Background: an optimization exercise with open tools, aiming at small area. Do not read the settings as production practice. RTL that was checked went through simulation tests only; none was proved equivalent to the original. No functional check of the RTL was part of run 1.

## flow/design.v (module list and top-level ports; edited modules follow where they fit)
// module gXor: 3 lines
// module gXnor: 3 lines
// module gNand: 3 lines
// module gNor: 3 lines
// module gNand2b: 3 lines
// module gMux2i: 3 lines
// module gO21ai: 3 lines
// module gSel3: 8 lines
// module gSel5: 10 lines
// module gSel4: 9 lines
// module aesSbox: 147 lines
// module aesRoundDatapath: 703 lines
// module aesTop: 104 lines
module aesTop (
	input logic clock,
	input logic reset,
	input logic start,
	input aesTypesPkg::aesBlock plainText,
	input aesTypesPkg::aesBlock key,
	output aesTypesPkg::aesBlock cipherText,
	output logic done
);
  // ...
==> flow/flow/run.sh <==
#!/bin/bash
# The standard layout, with each port buffered by the smallest buffer cell and
# a clock tree of small buffers without dummy loads.
set -euo pipefail
export BUFFER_PORTS_ARGS="-buffer_cell sky130_fd_sc_hd__buf_1"
export CTS_ARGS="-sink_clustering_enable -repair_clock_nets -buf_list {sky130_fd_sc_hd__clkbuf_4 sky130_fd_sc_hd__clkbuf_8} -root_buf sky130_fd_sc_hd__clkbuf_8 -sink_clustering_size 14 -sink_clustering_max_diameter 60 -dont_use_dummy_load"
bash standard.sh > std_flow.log 2>&1
==> flow/standard.sh <==
#!/bin/bash
# synth_recipe.tcl (not shown) runs the flow's synth.tcl, then flattens the netlist and writes it again
# the make line also repeats each setting of config.mk as NAME=value (left out here)
make -C /OpenROAD-flow-scripts/flow DESIGN_CONFIG=/design/flow/config.mk WORK_HOME=/design/flow/orfs CLKGATE_MAP_FILE= SYNTH_SCRIPT=/design/flow/synth_recipe.tcl "${@:-finish}"
==> flow/config.mk <==
export PLATFORM = sky130hd
export DESIGN_NAME = aesTop
export DESIGN_NICKNAME = aesTop
export VERILOG_FILES = /design/flow/design.v
export SDC_FILE = /design/flow/constraint.sdc
export NUM_CORES = 4
export LEC_CHECK = 0
export CAP_MARGIN = 20
export CORE_MARGIN = 2
export CORE_UTILIZATION = 50
export SLEW_MARGIN = 20
export SYNTH_HIERARCHICAL = 1
export SYNTH_MINIMUM_KEEP_SIZE = 0
==> flow/constraint.sdc <==
create_clock -name core_clock -period 25.0 [get_ports {clock}]
set_input_delay 5.0000 -clock core_clock [delete_from_list [all_inputs] [get_ports {clock}]]
set_output_delay 5.0000 -clock core_clock [all_outputs]
set_load 0.01 [all_outputs]
==> run summary, run 1 <==
STA
The post-layout worst setup margin is 17.26 ns. On the final layout, the worst clock skew is 0.0648 ns. The worst hold margin is 0.371 ns. The count of final hold-check violations is 0.

Of the available clock period, the critical path in the final layout requires 31.0%. The worst path in the final design needs a cycle of 7.74 ns, including I/O delays and setup. At the pin with the least slew margin, the transition time is 1.01 ns.

Worst setup path
The logic depth of the worst setup path including buffers is 27. Counting cells, the worst reg-to-reg path comes to 27. The cell family contributing the most delay on the critical path is XOR/XNOR gates. Counting stages on the worst path, the most repeated cell is sky130_fd_sc_hd__xor2_1. STA puts the critical path data arrival time at 8.15 ns.

Detailed routing
Detailed routing placed a total of 17300 um of wire on met2. The number of design-rule violations left by the first detailed-router iteration is 1137. Wire segments on met3 add up to 3030 um in the final route. The routed length on met1 is 14100 um. After detailed routing, the total wire length is 35500 um. Using the TritonRoute via totals, the vias-per-cell ratio works out to 5.54.

Finish
The top cell class by occupied area is multi-input gates. The total area of sequential cells is 5360 um2. After layout, the buffer instance count without clock buffers stands at 399. The largest registers in the layout are ks (128), st (128). For this run, the share of the core covered by cells in the final layout is 60.9%. The number of signal-net inverters in the final layout is 107. The most frequent standard cell in the layout excluding fill and tap cells is sky130_fd_sc_hd__buf_1.

Status
The flow ran to the end and the layout has no timing, DRC or antenna violations.

Die
The die area is 24400 um2.

Clock tree
The longest clock path from root to sink contains 3 buffers. TritonCTS created 26 clock buffers. The number of post-CTS setup repair buffers is 0.

Synth
After synthesis the cells add up to 11600 um2.

GRT
The first global-routing pass estimated 52100 um of wire.
==> module aesTop, before the edit <==
module aesTop (
	input logic clock,
	input logic reset,
	input logic start,
	input aesTypesPkg::aesBlock plainText,
	input aesTypesPkg::aesBlock key,
	output aesTypesPkg::aesBlock cipherText,
	output logic done
);
	logic busy;
	logic ph;                       
	aesCtrlPkg::stepIndex cnt;      
	logic [3:0] rnd;                
	logic [127:0] st;               
	logic [127:0] ks;               
	logic [127:0] stD, ksD;
	logic [127:0] ptRm, keyRm;
	logic ld, isSB, isA, isFinal, lastPass;
	logic useBn, gA, mix, sh;
	logic [3:0] rotId, run, hold;
	logic [7:0] rcon, rcT;
	assign ld = start & ~busy;
	assign isSB = busy & ~ph;
	assign isA = busy & ph;
	assign isFinal = (rnd == 4'd11);
	assign lastPass = isSB & isFinal & (cnt == 4'd15);
	always_ff @(posedge clock or posedge reset) begin
		if (reset) begin
			busy <= 1'b0;
			done <= 1'b0;
		end else if (ld) begin
			busy <= 1'b1;
			done <= 1'b0;
		end else if (lastPass) begin
			busy <= 1'b0;
			done <= 1'b1;
		end
	end
	always_ff @(posedge clock) begin
		if (ld) begin
			cnt <= 4'd0;
			ph <= 1'b0;
			rnd <= 4'd1;
		end else begin
			cnt <= cnt + 4'd1;
			if (cnt == 4'd15) begin
				ph <= ~ph;
				if (ph)
					rnd <= rnd + 4'd1;
			end
		end
	end
	assign rcon = {
		rnd == 4'd8,
		rnd == 4'd7,
		(rnd == 4'd6) | (rnd == 4'd10),
		(rnd == 4'd5) | (rnd == 4'd9) | (rnd == 4'd10),
		(rnd == 4'd4) | (rnd == 4'd9),
		(rnd == 4'd3) | (rnd == 4'd10),
		(rnd == 4'd2) | (rnd == 4'd9) | (rnd == 4'd10),
		(rnd == 4'd1) | (rnd == 4'd9)};
	assign useBn = ~(isSB & (rnd != 4'd1) & (cnt[1:0] != 2'd0));
	assign gA = isA & (cnt[1:0] == 2'd0);
	assign rcT = (cnt[3:2] == 2'd0) ? rcon : 8'h00;
	assign sh = isSB;
	assign mix = isA & (rnd != 4'd10) & (cnt >= 4'd3) & (cnt <= 4'd6);
	always_comb begin
		for (int r = 0; r < 4; r++) begin
			rotId[r] = isA & (cnt < 4'(r));
			run[r] = sh | rotId[r] | mix;
			hold[r] = ~(ld | run[r]);
		end
	end
	always_comb begin
		for (int i = 0; i < 16; i++) begin
			ptRm[127 - 8*((i % 4)*4 + i / 4) -: 8] = plainText[127 - 8*i -: 8];
			keyRm[127 - 8*((i % 4)*4 + i / 4) -: 8] = key[127 - 8*i -: 8];
			cipherText[127 - 8*i -: 8] = st[127 - 8*((i % 4)*4 + i / 4) -: 8];
		end
	end
	aesRoundDatapath uDatapath (
		.st(st),
		.ks(ks),
		.ptRm(ptRm),
		.keyRm(keyRm),
		.ld(ld),
		.sh(sh),
		.run(run),
		.rotId(rotId),
		.hold(hold),
		.mix(mix),
		.useBn(useBn),
		.isSB(isSB),
		.isFinal(isFinal),
		.gA(gA),
		.rcT(rcT),
		.stD(stD),
		.ksD(ksD)
	);
	always_ff @(posedge clock) begin
		st <= stD;
		ks <= ksD;
	end
endmodule
==> run 2: changes to the inputs <==
--- a/flow/design.v
+++ b/flow/design.v
@@ -209,26 +209,26 @@
 	input logic sh,               
 	input logic [3:0] run,        
 	input logic [3:0] rotId,      
 	input logic [3:0] hold,       
 	input logic mix,              
 	input logic useBn,            
 	input logic isSB,
 	input logic isFinal,
-	input logic gA,               
-	input logic [7:0] rcT,        
+	input logic gAn,              
+	input logic [7:0] rcTn,       
 	output logic [127:0] stD,
 	output logic [127:0] ksD
 );
 	logic [7:0] a0, a1, a2, a3;
 	logic [7:0] u0, u1, u2, u3;
 	logic [7:0] m0, m1, m2, m3;
 	logic [7:0] k0, c7, c15, kb, newKey, xs, xn, sbIn, sbOutN, tailIn;
-	logic [7:0] sr, sg, keyTail;
+	logic [7:0] sg, keyTail;
 	logic [7:0] s0;
 	assign a0 = st[127 -: 8];
 	assign a1 = st[95 -: 8];
 	assign a2 = st[63 -: 8];
 	assign a3 = st[31 -: 8];
 	assign s0 = st[127 -: 8];
 	assign k0 = ks[127 -: 8];
 	assign c7 = ks[127 - 8*7 -: 8];
@@ -360,24 +360,24 @@
 	gXor uM3_0 (.a(x3[0]), .b(w3[0]), .y(m3[0]));
 	gXor uM3_1 (.a(x3[1]), .b(w3[1]), .y(m3[1]));
 	gXor uM3_2 (.a(x3[2]), .b(w3[2]), .y(m3[2]));
 	gXor uM3_3 (.a(x3[3]), .b(w3[3]), .y(m3[3]));
 	gXor uM3_4 (.a(x3[4]), .b(w3[4]), .y(m3[4]));
 	gXor uM3_5 (.a(x3[5]), .b(w3[5]), .y(m3[5]));
 	gXor uM3_6 (.a(x3[6]), .b(w3[6]), .y(m3[6]));
 	gXor uM3_7 (.a(x3[7]), .b(w3[7]), .y(m3[7]));
-	gNor uKB_0 (.a(useBn), .b(c15[0]), .y(kb[0]));
-	gNor uKB_1 (.a(useBn), .b(c15[1]), .y(kb[1]));
-	gNor uKB_2 (.a(useBn), .b(c15[2]), .y(kb[2]));
-	gNor uKB_3 (.a(useBn), .b(c15[3]), .y(kb[3]));
-	gNor uKB_4 (.a(useBn), .b(c15[4]), .y(kb[4]));
-	gNor uKB_5 (.a(useBn), .b(c15[5]), .y(kb[5]));
-	gNor uKB_6 (.a(useBn), .b(c15[6]), .y(kb[6]));
-	gNor uKB_7 (.a(useBn), .b(c15[7]), .y(kb[7]));
+	gO21ai uKB_0 (.a1(useBn), .a2(c15[0]), .b1(rcTn[0]), .y(kb[0]));
+	gO21ai uKB_1 (.a1(useBn), .a2(c15[1]), .b1(rcTn[1]), .y(kb[1]));
+	gO21ai uKB_2 (.a1(useBn), .a2(c15[2]), .b1(rcTn[2]), .y(kb[2]));
+	gO21ai uKB_3 (.a1(useBn), .a2(c15[3]), .b1(rcTn[3]), .y(kb[3]));
+	gO21ai uKB_4 (.a1(useBn), .a2(c15[4]), .b1(rcTn[4]), .y(kb[4]));
+	gO21ai uKB_5 (.a1(useBn), .a2(c15[5]), .b1(rcTn[5]), .y(kb[5]));
+	gO21ai uKB_6 (.a1(useBn), .a2(c15[6]), .b1(rcTn[6]), .y(kb[6]));
+	gO21ai uKB_7 (.a1(useBn), .a2(c15[7]), .b1(rcTn[7]), .y(kb[7]));
 	gXor uNK_0 (.a(k0[0]), .b(kb[0]), .y(newKey[0]));
 	gXor uNK_1 (.a(k0[1]), .b(kb[1]), .y(newKey[1]));
 	gXor uNK_2 (.a(k0[2]), .b(kb[2]), .y(newKey[2]));
 	gXor uNK_3 (.a(k0[3]), .b(kb[3]), .y(newKey[3]));
 	gXor uNK_4 (.a(k0[4]), .b(kb[4]), .y(newKey[4]));
 	gXor uNK_5 (.a(k0[5]), .b(kb[5]), .y(newKey[5]));
 	gXor uNK_6 (.a(k0[6]), .b(kb[6]), .y(newKey[6]));
 	gXor uNK_7 (.a(k0[7]), .b(kb[7]), .y(newKey[7]));
@@ -401,40 +401,32 @@
 	gMux2i uTI_0 (.s(isFinal), .a0(sbOutN[0]), .a1(xn[0]), .y(tailIn[0]));
 	gMux2i uTI_1 (.s(isFinal), .a0(sbOutN[1]), .a1(xn[1]), .y(tailIn[1]));
 	gMux2i uTI_2 (.s(isFinal), .a0(sbOutN[2]), .a1(xn[2]), .y(tailIn[2]));
 	gMux2i uTI_3 (.s(isFinal), .a0(sbOutN[3]), .a1(xn[3]), .y(tailIn[3]));
 	gMux2i uTI_4 (.s(isFinal), .a0(sbOutN[4]), .a1(xn[4]), .y(tailIn[4]));
 	gMux2i uTI_5 (.s(isFinal), .a0(sbOutN[5]), .a1(xn[5]), .y(tailIn[5]));
 	gMux2i uTI_6 (.s(isFinal), .a0(sbOutN[6]), .a1(xn[6]), .y(tailIn[6]));
 	gMux2i uTI_7 (.s(isFinal), .a0(sbOutN[7]), .a1(xn[7]), .y(tailIn[7]));
-	gXnor uRC_0 (.a(sbOutN[0]), .b(rcT[0]), .y(sr[0]));
-	gXnor uRC_1 (.a(sbOutN[1]), .b(rcT[1]), .y(sr[1]));
-	gXnor uRC_2 (.a(sbOutN[2]), .b(rcT[2]), .y(sr[2]));
-	gXnor uRC_3 (.a(sbOutN[3]), .b(rcT[3]), .y(sr[3]));
-	gXnor uRC_4 (.a(sbOutN[4]), .b(rcT[4]), .y(sr[4]));
-	gXnor uRC_5 (.a(sbOutN[5]), .b(rcT[5]), .y(sr[5]));
-	gXnor uRC_6 (.a(sbOutN[6]), .b(rcT[6]), .y(sr[6]));
-	gXnor uRC_7 (.a(sbOutN[7]), .b(rcT[7]), .y(sr[7]));
-	gNand uGA_0 (.a(gA), .b(sr[0]), .y(sg[0]));
-	gNand uGA_1 (.a(gA), .b(sr[1]), .y(sg[1]));
-	gNand uGA_2 (.a(gA), .b(sr[2]), .y(sg[2]));
-	gNand uGA_3 (.a(gA), .b(sr[3]), .y(sg[3]));
-	gNand uGA_4 (.a(gA), .b(sr[4]), .y(sg[4]));
-	gNand uGA_5 (.a(gA), .b(sr[5]), .y(sg[5]));
-	gNand uGA_6 (.a(gA), .b(sr[6]), .y(sg[6]));
-	gNand uGA_7 (.a(gA), .b(sr[7]), .y(sg[7]));
-	gXnor uKT_0 (.a(newKey[0]), .b(sg[0]), .y(keyTail[0]));
-	gXnor uKT_1 (.a(newKey[1]), .b(sg[1]), .y(keyTail[1]));
-	gXnor uKT_2 (.a(newKey[2]), .b(sg[2]), .y(keyTail[2]));
-	gXnor uKT_3 (.a(newKey[3]), .b(sg[3]), .y(keyTail[3]));
-	gXnor uKT_4 (.a(newKey[4]), .b(sg[4]), .y(keyTail[4]));
-	gXnor uKT_5 (.a(newKey[5]), .b(sg[5]), .y(keyTail[5]));
-	gXnor uKT_6 (.a(newKey[6]), .b(sg[6]), .y(keyTail[6]));
-	gXnor uKT_7 (.a(newKey[7]), .b(sg[7]), .y(keyTail[7]));
+	gNor uGA_0 (.a(gAn), .b(sbOutN[0]), .y(sg[0]));
+	gNor uGA_1 (.a(gAn), .b(sbOutN[1]), .y(sg[1]));
+	gNor uGA_2 (.a(gAn), .b(sbOutN[2]), .y(sg[2]));
+	gNor uGA_3 (.a(gAn), .b(sbOutN[3]), .y(sg[3]));
+	gNor uGA_4 (.a(gAn), .b(sbOutN[4]), .y(sg[4]));
+	gNor uGA_5 (.a(gAn), .b(sbOutN[5]), .y(sg[5]));
+	gNor uGA_6 (.a(gAn), .b(sbOutN[6]), .y(sg[6]));
+	gNor uGA_7 (.a(gAn), .b(sbOutN[7]), .y(sg[7]));
+	gXor uKT_0 (.a(newKey[0]), .b(sg[0]), .y(keyTail[0]));
+	gXor uKT_1 (.a(newKey[1]), .b(sg[1]), .y(keyTail[1]));
+	gXor uKT_2 (.a(newKey[2]), .b(sg[2]), .y(keyTail[2]));
+	gXor uKT_3 (.a(newKey[3]), .b(sg[3]), .y(keyTail[3]));
+	gXor uKT_4 (.a(newKey[4]), .b(sg[4]), .y(keyTail[4]));
+	gXor uKT_5 (.a(newKey[5]), .b(sg[5]), .y(keyTail[5]));
+	gXor uKT_6 (.a(newKey[6]), .b(sg[6]), .y(keyTail[6]));
+	gXor uKT_7 (.a(newKey[7]), .b(sg[7]), .y(keyTail[7]));
 	logic [7:0] kin0, kld0, kq0;
 	assign kld0 = keyRm[127 -: 8];
 	assign kin0 = ks[119 -: 8];
 	logic [7:0] kn0;
 	gNand uKN0_0 (.a(ld), .b(kld0[0]), .y(kn0[0]));
 	gNand uKN0_1 (.a(ld), .b(kld0[1]), .y(kn0[1]));
 	gNand uKN0_2 (.a(ld), .b(kld0[2]), .y(kn0[2]));
 	gNand uKN0_3 (.a(ld), .b(kld0[3]), .y(kn0[3]));
@@ -908,72 +900,68 @@
 	input logic reset,
 	input logic start,
 	input aesTypesPkg::aesBlock plainText,
 	input aesTypesPkg::aesBlock key,
 	output aesTypesPkg::aesBlock cipherText,
 	output logic done
 );
 	logic busy;
-	logic ph;                       
-	aesCtrlPkg::stepIndex cnt;      
-	logic [3:0] rnd;                
+	logic [8:0] q;                  
+	logic [3:0] rnd, cnt;
+	logic ph;
 	logic [127:0] st;               
 	logic [127:0] ks;               
 	logic [127:0] stD, ksD;
 	logic [127:0] ptRm, keyRm;
 	logic ld, isSB, isA, isFinal, lastPass;
-	logic useBn, gA, mix, sh;
+	logic useBn, gAn, mix, sh, isSBx;
 	logic [3:0] rotId, run, hold;
-	logic [7:0] rcon, rcT;
+	logic [7:0] rcon, rcTn;
+	assign rnd = q[8:5];
+	assign ph = q[4];
+	assign cnt = q[3:0];
 	assign ld = start & ~busy;
 	assign isSB = busy & ~ph;
 	assign isA = busy & ph;
-	assign isFinal = (rnd == 4'd11);
-	assign lastPass = isSB & isFinal & (cnt == 4'd15);
+	assign isSBx = ~ph;             
+	assign isFinal = rnd[3] & rnd[1] & rnd[0];
+	assign lastPass = busy & (q == 9'd367);
 	always_ff @(posedge clock or posedge reset) begin
 		if (reset) begin
 			busy <= 1'b0;
 			done <= 1'b0;
 		end else if (ld) begin
 			busy <= 1'b1;
 			done <= 1'b0;
 		end else if (lastPass) begin
 			busy <= 1'b0;
 			done <= 1'b1;
 		end
 	end
 	always_ff @(posedge clock) begin
-		if (ld) begin
-			cnt <= 4'd0;
-			ph <= 1'b0;
-			rnd <= 4'd1;
-		end else begin
-			cnt <= cnt + 4'd1;
-			if (cnt == 4'd15) begin
-				ph <= ~ph;
-				if (ph)
-					rnd <= rnd + 4'd1;
-			end
-		end
+		if (busy)
+			q <= q + 9'd1;
+		else
+			q <= 9'd32;
 	end
 	assign rcon = {
 		rnd == 4'd8,
 		rnd == 4'd7,
 		(rnd == 4'd6) | (rnd == 4'd10),
 		(rnd == 4'd5) | (rnd == 4'd9) | (rnd == 4'd10),
 		(rnd == 4'd4) | (rnd == 4'd9),
 		(rnd == 4'd3) | (rnd == 4'd10),
 		(rnd == 4'd2) | (rnd == 4'd9) | (rnd == 4'd10),
 		(rnd == 4'd1) | (rnd == 4'd9)};
-	assign useBn = ~(isSB & (rnd != 4'd1) & (cnt[1:0] != 2'd0));
-	assign gA = isA & (cnt[1:0] == 2'd0);
-	assign rcT = (cnt[3:2] == 2'd0) ? rcon : 8'h00;
+	assign useBn = ~(isSBx & (rnd[3:1] != 3'd0) & (cnt[1:0] != 2'd0));
+	assign gAn = ~(ph & (cnt[1:0] == 2'd0));
+	assign rcTn = ~((ph & (cnt == 4'd0)) ? rcon : 8'h00);
 	assign sh = isSB;
-	assign mix = isA & (rnd != 4'd10) & (cnt >= 4'd3) & (cnt <= 4'd6);
+	assign mix = isA & ~(rnd[3] & rnd[1] & ~rnd[0]) & ~cnt[3] & (cnt[2] ^ (cnt[1] & cnt[0]));
 	always_comb begin
 		for (int r = 0; r < 4; r++) begin
 			rotId[r] = isA & (cnt < 4'(r));
 			run[r] = sh | rotId[r] | mix;
 			hold[r] = ~(ld | run[r]);
 		end
 	end
 	always_comb begin
@@ -990,20 +978,20 @@
 		.keyRm(keyRm),
 		.ld(ld),
 		.sh(sh),
 		.run(run),
 		.rotId(rotId),
 		.hold(hold),
 		.mix(mix),
 		.useBn(useBn),
-		.isSB(isSB),
+		.isSB(isSBx),
 		.isFinal(isFinal),
-		.gA(gA),
-		.rcT(rcT),
+		.gAn(gAn),
+		.rcTn(rcTn),
 		.stD(stD),
 		.ksD(ksD)
 	);
 	always_ff @(posedge clock) begin
 		st <= stD;
 		ks <= ksD;
 	end
 endmodule
==> flow/flow/run.sh (replaced) <==
#!/bin/bash
# The standard layout, with each port buffered by the smallest buffer cell and
# a clock tree of small buffers without dummy loads.
set -euo pipefail
export BUFFER_PORTS_ARGS="-buffer_cell sky130_fd_sc_hd__buf_1"
export CTS_ARGS="-sink_clustering_enable -repair_clock_nets -buf_list {sky130_fd_sc_hd__clkbuf_4 sky130_fd_sc_hd__clkbuf_8} -root_buf sky130_fd_sc_hd__clkbuf_8 -sink_clustering_size 17 -sink_clustering_max_diameter 60 -dont_use_dummy_load"
bash standard.sh > std_flow.log 2>&1
==> flow/config.mk (replaced) <==
export PLATFORM = sky130hd
export DESIGN_NAME = aesTop
export DESIGN_NICKNAME = aesTop
export VERILOG_FILES = /design/flow/design.v
export SDC_FILE = /design/flow/constraint.sdc
export NUM_CORES = 4
export LEC_CHECK = 0
export CAP_MARGIN = 5
export CORE_MARGIN = 2
export CORE_UTILIZATION = 55
export SLEW_MARGIN = 5
export SYNTH_HIERARCHICAL = 1
export SYNTH_MINIMUM_KEEP_SIZE = 0
==> run 2 against run 1 <==
  * Cell count is 1.4% lower
  * Area after synthesis is 0.44% lower
  * Register-to-register slack better by 0.18 ns
  * Sequential share of layout area grew 0.55 points
  * Cell area shrank 1.4%
  * Flip-flop and latch count is the same
  * Synthesized cell count hardly changed
  * Maximum frequency rose by 1.2%
==> run summary, run 2 <==
Detailed routing
The total DRC errors in the routed layout came to 0 (unchanged). The final antenna-violating net count is 0 (unchanged). The detail-routed net length per standard cell is 18.7 um (was 19.2 um). The total detailed-routing wirelength is 34000 um (was 35500 um).

The routed via count is 10100 (was 10200). The length of the first detailed-routing pass in iterations is 7 (was 8). The number of design-rule violations left by the first detailed-router iteration is 1004 (was 1137).

The number of vias per cell was 5.58 (was 5.54).

Worst setup path
The data required time of the worst path is 25.44 ns (was 25.41 ns). The cell count of the worst reg-to-reg path is 28 (was 27). The startpoint type of the worst setup path is an input pin (was register). The largest fanout on the critical path is 141 (was 8). The arrival time at the worst endpoint is 8.09 ns (was 8.15 ns).

The type of element capturing the critical path was a register (unchanged). The critical setup path kind is input pin to register (was register to register). The startpoint of the most critical register-to-register path was q[1] (was rnd[1]). The endpoint of the worst-slack reg-to-reg timing path is st[2] (was ks[2]). The slack of the worst reg-to-reg path is 17.44 ns (was 17.26 ns).

Synth
The cell area after technology mapping is 11500 um2 (was 11600 um2). The average size of a mapped cell is 10.1 um2 (about the same). The net count after synthesis came to 1405 (was 1408). The post-synthesis cell count is 1143 (was 1142). The number of warning messages in the yosys log is 7 (unchanged).

Clock tree
The clock root buffer is sky130_fd_sc_hd__clkbuf_8 (unchanged). The number of post-CTS setup repair buffers is 0 (unchanged). The CTS buffer count is 22 (was 26).

The number of H-tree levels is 1 (unchanged). The total number of clock tree sinks is 267 (unchanged). The TritonCTS clock tree is yes (unchanged). The later-pin clock latency in the skew report is 0.54 ns (was 0.57 ns). The post-CTS resize count was 0 (unchanged). The clock transition at the register clock pins on the worst setup and hold paths after CTS is 0.10 ns (was 0.09 ns). The hold buffer count at CTS is 0 (unchanged). The maximum number of buffers from clock root to sink is 3 (unchanged).

STA
The count of final hold-check violations is 0 (unchanged). The final worst-path cycle share is 30.6% (was 31.0%). The sum of negative setup slack is 0 ns (unchanged).

RSZ-0062 raised after global routing: false (unchanged). The clock period minus final worst setup slack is 7.65 ns (was 7.74 ns). The clock skew was 0.0497 ns (was 0.0648 ns). The maximum frequency from static timing analysis came to 131 MHz (was 129 MHz). The worst slew margin relative to its limit is 23.6% (was 32.9%). The transition time at the pin with the least slew margin is 1.14 ns (was 1.01 ns).

The final-report setup violation count is 0 (unchanged). The total count of max-transition violations in the final report came to 0 (unchanged). The post-layout worst setup margin was 17.35 ns (was 17.26 ns).

Die
The die area came to 22100 um2 (was 24400 um2). The core region area is 20400 um2 (was 22600 um2). The horizontal extent of the die came to 149 um (was 156 um). The height of the die was 149 um (was 156 um). The top-level I/O count is 388 (unchanged). The number of rows created at floorplan is 52 (was 55).

The starting density of the core was 56.5% (was 51.1%).

Status
Result of the run: finished clean (unchanged).

Finish
Leading cell types in the layout, fill and taps excluded: 387 x sky130_fd_sc_hd__buf_1, 265 x sky130_fd_sc_hd__dfxtp_1, 175 x sky130_fd_sc_hd__xor2_1 (was 387 x sky130_fd_sc_hd__buf_1, 265 x sky130_fd_sc_hd__dfxtp_1, 167 x sky130_fd_sc_hd__xor2_1). The number of non-filler instances in the completed layout is 1818 (was 1843). The post-layout net count is 1809 (was 1823). The relative area change from synthesis to final layout is 18.1% (was 19.3%). The final cell area excluding filler cells is 13600 um2 (was 13800 um2). Top flop regs: ks (128), st (128), q (9) (was ks (128), st (128)). The layout cell share with drive strength beyond 1 is 2.46% (was 3.02%). The most frequent standard cell in the layout excluding fill and tap cells is sky130_fd_sc_hd__buf_1 (unchanged).

Placement
The worst setup timing slack at the placement stage was 16.86 ns (was 16.89 ns). The half-perimeter wire length of the detailed placement result came to 25500 um (was 26200 um). The post-placement cell count is 1793 (was 1813). The cell area after placement is 13300 um2 (was 13400 um2). The global placer's final weighted congestion is 0.890 (was 0.862). The count of buffers inserted at the top-level ports is 387 (unchanged).

GRT
The via count of the first global-routing pass came to 9433 (was 9431). The initial antenna violation count came to 3 (was 4). The overall track demand over capacity in global routing is 29.3% (was 27.4%). The largest net degree at the start of global routing is 142 (was 165). The aggregate global routing overflow is 0 (unchanged).

The first-pass GRT wire length is 51100 um (was 52100 um).

Worst hold path
The number of instances on the worst hold path is 1 (unchanged). The hold-critical path endpoint is ks[56] (was ks[70]). The path category of the worst min-delay check is register to register (unchanged). The startpoint of the worst hold path is ks[48] (was ks[62]).

Run
The number of max-cap violations is 0 (unchanged).
## run 2: changes by cell type in the layout (fill, tap and decap cells not counted), moves of 3 or more
cell                       change
sky130_fd_sc_hd__a21oi_1       -5
sky130_fd_sc_hd__clkbuf_8      -4
sky130_fd_sc_hd__ha_1          -4
sky130_fd_sc_hd__nor4_1        +3
sky130_fd_sc_hd__nor4_2        -3
sky130_fd_sc_hd__o21ai_1       +9
sky130_fd_sc_hd__xnor2_1      -15
sky130_fd_sc_hd__xor2_1        +8
## run 2: layout make-up
type / instances / area (um2)
multi-input cells: 755 / 5680
inverters: 105 / 402
flip-flops and latches: 267 / 5360
clock buffers: 22 / 303
fillers: 1808 / 6760
repair buffers: 396 / 1520
well taps: 270 / 338
diodes: 3 / 7.51
## run 2: routing by layer
layer	part of all wire (%)	up-vias	GRT usage [%]
li1	-	4924	-
met1	41	4716	36.9
met2	48	427	49.9
met3	8.3	75	5.40
met4	3.4	0	11.7
met5	0	-	0
## run 2: per-stage QoR
stage,hold WS (ns),util (%)
finish,0.369,66.8
floorplan,0.387,-
detailed placement,0.396,65.3
global placement,0.389,65.3
CTS,0.369,66.8
global route,0.377,66.8
## run 2: worst max path at each step
| stage | startpoint | endpoint | slack [ns] | depth (start not counted) |
|---|---|---|---|---|
| floorplan | start | st[0] | 13.46 | 4 |
| global placement | start | st[2] | 16.92 | 7 |
| detailed placement | start | st[78] | 16.86 | 7 |
| CTS | start | st[0] | 17.40 | 7 |
| global route | q[1] | st[2] | 16.64 | 28 |
| finish | start | st[0] | 17.35 | 7 |
## run 2: worst max-delay path, cell delays in order
cell and delay (ns):
sky130_fd_sc_hd__buf_1 0.09, sky130_fd_sc_hd__nand2b_1 0.16, sky130_fd_sc_hd__inv_8 0.59, sky130_fd_sc_hd__buf_4 0.96, sky130_fd_sc_hd__buf_4 0.81, sky130_fd_sc_hd__a222oi_1 0.25, sky130_fd_sc_hd__nand2_1 0.10
==> run 3: changes to the inputs <==
==> flow/flow/run.sh (replaced) <==
#!/bin/bash
# The standard layout, with each port buffered by the smallest buffer cell and
# a clock tree of small buffers without dummy loads.
set -euo pipefail
export BUFFER_PORTS_ARGS="-buffer_cell sky130_fd_sc_hd__buf_1"
export CTS_ARGS="-sink_clustering_enable -repair_clock_nets -buf_list {sky130_fd_sc_hd__clkbuf_4 sky130_fd_sc_hd__clkbuf_8} -root_buf sky130_fd_sc_hd__clkbuf_8 -sink_clustering_size 14 -sink_clustering_max_diameter 60 -dont_use_dummy_load"
bash standard.sh > std_flow.log 2>&1
==> flow/config.mk (replaced) <==
export PLATFORM = sky130hd
export DESIGN_NAME = aesTop
export DESIGN_NICKNAME = aesTop
export VERILOG_FILES = /design/flow/design.v
export SDC_FILE = /design/flow/constraint.sdc
export NUM_CORES = 4
export LEC_CHECK = 0
export CAP_MARGIN = 20
export CORE_MARGIN = 2
export CORE_UTILIZATION = 50
export SLEW_MARGIN = 20
export SYNTH_HIERARCHICAL = 1
export SYNTH_MINIMUM_KEEP_SIZE = 0
==> run 3 against run 2 <==
  * Area after synthesis did not move
  * Hold slack improved by 0.023 ns
  * Die area rose by 9.7%
  * Critical path depth fell by 1
  * Count of clock-buffer cells in the layout rose by 2
  * Global-route usage fell by 3.4 points
  * First-iteration DRC count rose by 18%
  * Sequential share of layout area fell by 0.10 points
  * Cell area rose by 0.27%
  * Maximum frequency rose by 2.7%
  * Critical path type unchanged
  * Critical endpoint is now ks[103]
==> run summary, run 3 <==
Clock tree
The number of post-CTS setup repair buffers is 0 (unchanged). The clock root buffer was sky130_fd_sc_hd__clkbuf_8 (unchanged). The clock transition at the register clock pins on the worst setup and hold paths after CTS is 0.09 ns (was 0.10 ns). The maximum number of buffers from clock root to sink is 3 (unchanged).

The total number of clock tree sinks is 267 (unchanged). The hold buffer count at CTS is 0 (unchanged). The CTS buffer count is 24 (was 22).

The later-pin clock latency in the skew report is 0.57 ns (was 0.54 ns). The number of H-tree levels is 1 (unchanged). The TritonCTS clock tree is yes (unchanged). The post-CTS resize count is 0 (unchanged).

Run
The number of max-cap violations is 0 (unchanged).

Worst setup path
The type of element capturing the critical path is a register (unchanged). Worst-path cell chain: buf_1, nand2b_1, inv_8, buf_4, buf_4, mux2i_1 (was buf_1, nand2b_1, inv_8, buf_4, buf_4, a222oi_1, nand2_1). The largest fanout on the critical path came to 149 (was 141). The critical setup path kind is input pin to register (unchanged). The library cell contributing the largest single delay on the critical path is sky130_fd_sc_hd__buf_4 (unchanged). The critical path's largest stage delay came to 0.88 ns (was 0.96 ns).

The cell count of the worst reg-to-reg path is 28 (unchanged). The data required time of the worst path was 25.49 ns (was 25.44 ns). The arrival time at the worst endpoint is 7.94 ns (was 8.09 ns).

The most frequent cell on the critical path is sky130_fd_sc_hd__buf_4 (unchanged). The startpoint type of the worst setup path is an input pin (unchanged).

Finish
The share of the core filled with cells in the final layout is 60.2% (was 66.8%). The area of combinational cells with multiple inputs is 5680 um2 (unchanged). The most frequent standard cell in the layout excluding fill and tap cells is sky130_fd_sc_hd__buf_1 (unchanged). The layout cell share with drive strength beyond 1 is 2.52% (was 2.46%).

The total of fill cells in the finished design is 2198 (was 1808). The post-layout net count was 1810 (was 1809). The final cell area excluding filler cells is 13600 um2 (about the same). Leading cell types in the layout, fill and taps excluded: 387 x sky130_fd_sc_hd__buf_1, 265 x sky130_fd_sc_hd__dfxtp_1, 175 x sky130_fd_sc_hd__xor2_1 (unchanged). The relative area change from synthesis to final layout is 18.5% (was 18.1%). Top flop regs: ks (128), st (128), q (9) (unchanged). The total area of sequential cells is 5360 um2 (unchanged).

Die
The height of the die is 156 um (was 149 um). The top-level I/O count is 388 (unchanged). The die area came to 24300 um2 (was 22100 um2). The core region area was 22600 um2 (was 20400 um2). The number of rows created at floorplan is 55 (was 52). The starting density of the core is 50.9% (was 56.5%). The horizontal extent of the die is 156 um (was 149 um).

Synth
The average size of a mapped cell came to 10.1 um2 (unchanged). The cell area after technology mapping came to 11500 um2 (unchanged). The net count after synthesis is 1405 (unchanged). The post-synthesis cell count is 1143 (unchanged). The number of warning messages in the yosys log was 7 (unchanged).

Worst hold path
The path category of the worst min-delay check is register to register (unchanged). The number of instances on the worst hold path is 1 (unchanged).

STA
The transition time at the pin with the least slew margin is 1.07 ns (was 1.14 ns). The clock skew is 0.0571 ns (was 0.0497 ns). The sum of negative setup slack is 0 ns (unchanged). RSZ-0062 raised after global routing: false (unchanged). The total count of max-transition violations in the final report is 0 (unchanged).

The final worst-path cycle share was 29.8% (was 30.6%). The maximum frequency from static timing analysis is 134 MHz (was 131 MHz). The count of final hold-check violations is 0 (unchanged). The clock period minus final worst setup slack was 7.45 ns (was 7.65 ns). The final-report setup violation count came to 0 (unchanged). The worst slew margin relative to its limit is 28.2% (was 23.6%).

Detailed routing
The final antenna-violating net count is 0 (unchanged). The total DRC errors in the routed layout is 0 (unchanged). The total detailed-routing wirelength came to 33600 um (was 34000 um). The detail-routed net length per standard cell is 18.3 um (was 18.7 um).

The number of design-rule violations left by the first detailed-router iteration is 1186 (was 1004). The number of vias per cell was 5.52 (was 5.58). The length of the first detailed-routing pass in iterations is 9 (was 7).

The routed via count was 10100 (about the same).

GRT
The via count of the first global-routing pass is 9097 (was 9433). The initial antenna violation count is 1 (was 3). The overall track demand over capacity in global routing is 25.9% (was 29.3%). The largest net degree at the start of global routing is 150 (was 142). The first-pass GRT wire length came to 49500 um (was 51100 um). The aggregate global routing overflow is 0 (unchanged).

Placement
The count of buffers inserted at the top-level ports is 387 (unchanged). The half-perimeter wire length of the detailed placement result is 24800 um (was 25500 um). The global placer's final weighted congestion is 0.913 (was 0.890).

The cell area after placement is 13300 um2 (about the same).

Status
Result of the run: finished clean (unchanged).
-- run 3: worst max-delay path, delay by kind of cell --
kind	cells	cell delay, ns
buf+inv	4	2.39
mux	1	0.28
simple gates	1	0.17
-- run 3: path summary, 6_finish.rpt --
path                          from  endpoint  slack, ns
max                          start   ks[103]      17.55
min                        ks[118]   ks[126]       0.39
max reg2reg                   q[0]     st[2]      17.56
min reg2reg                ks[118]   ks[126]       0.39
max in group asynchronous    reset      busy      20.60
min in group asynchronous    reset      done       4.24
-- run 3: cell type report --
cell class                      instances  share of cell area [%]
Multi-Input combinational cell        755                    41.6
Sequential cell                       267                    39.3
Timing Repair Buffer                  395                    11.1
Inverter                              105                    2.94
Tap cell                              285                    2.61
Clock buffer                           24                    2.42
Antenna cell                            2                  0.0367
-- run 3: stage by stage --
stage | hold WS [ns] | setup slack (ns) | instances
after floorplan | 0.387 | 13.46 | 1143
after global placement | 0.389 | 16.97 | 1807
after detailed placement | 0.393 | 16.90 | 1807
after CTS | 0.393 | 17.48 | 1831
after global routing | 0.405 | 16.85 | 1831
final | 0.391 | 17.55 | 1833
-- run 3: metal layers --
| metal | track usage [%] | wire [um] | vias up |
|---|---|---|---|
| li1 | - | - | 4924 |
| met1 | 33.2 | 14000 | 4693 |
| met2 | 43.8 | 16000 | 414 |
| met3 | 5.25 | 2350 | 76 |
| met4 | 8.43 | 1180 | 2 |
| met5 | 0 | 18 | - |

-- port drivers added, routing unchanged --
In the flow no input, the clock included, has a driving cell. The finished layouts below were timed again as built, in two steps.
Step 1: set_driving_cell puts a clkbuf_16 on clock and a buf_2 on each other input, an assumption about the parent block.
Step 2 moves the port delays by t, midway between the first and last clock arrival at a register: inputs arrive t later, outputs are due t later. That takes back most of the time a late clock gives input paths.
Three values: ideal, step 1, step 2; two values: the first two.
run | t (ns) | setup WS [ns] | slew at the worst register clock pin (ns)
run 1 | 0.586 | 17.258 / 17.258 / 17.031 | 0.09 / 0.09
run 2 | 0.561 | 17.348 / 17.350 / 16.789 | 0.11 / 0.11
run 3 | 0.589 | 17.552 / 17.547 / 16.958 | 0.09 / 0.09
After both steps setup and hold are still met in every run listed. The setup slack of run 3, which loses most, moves by -0.005 ns with the drivers and by -0.594 ns with both steps.
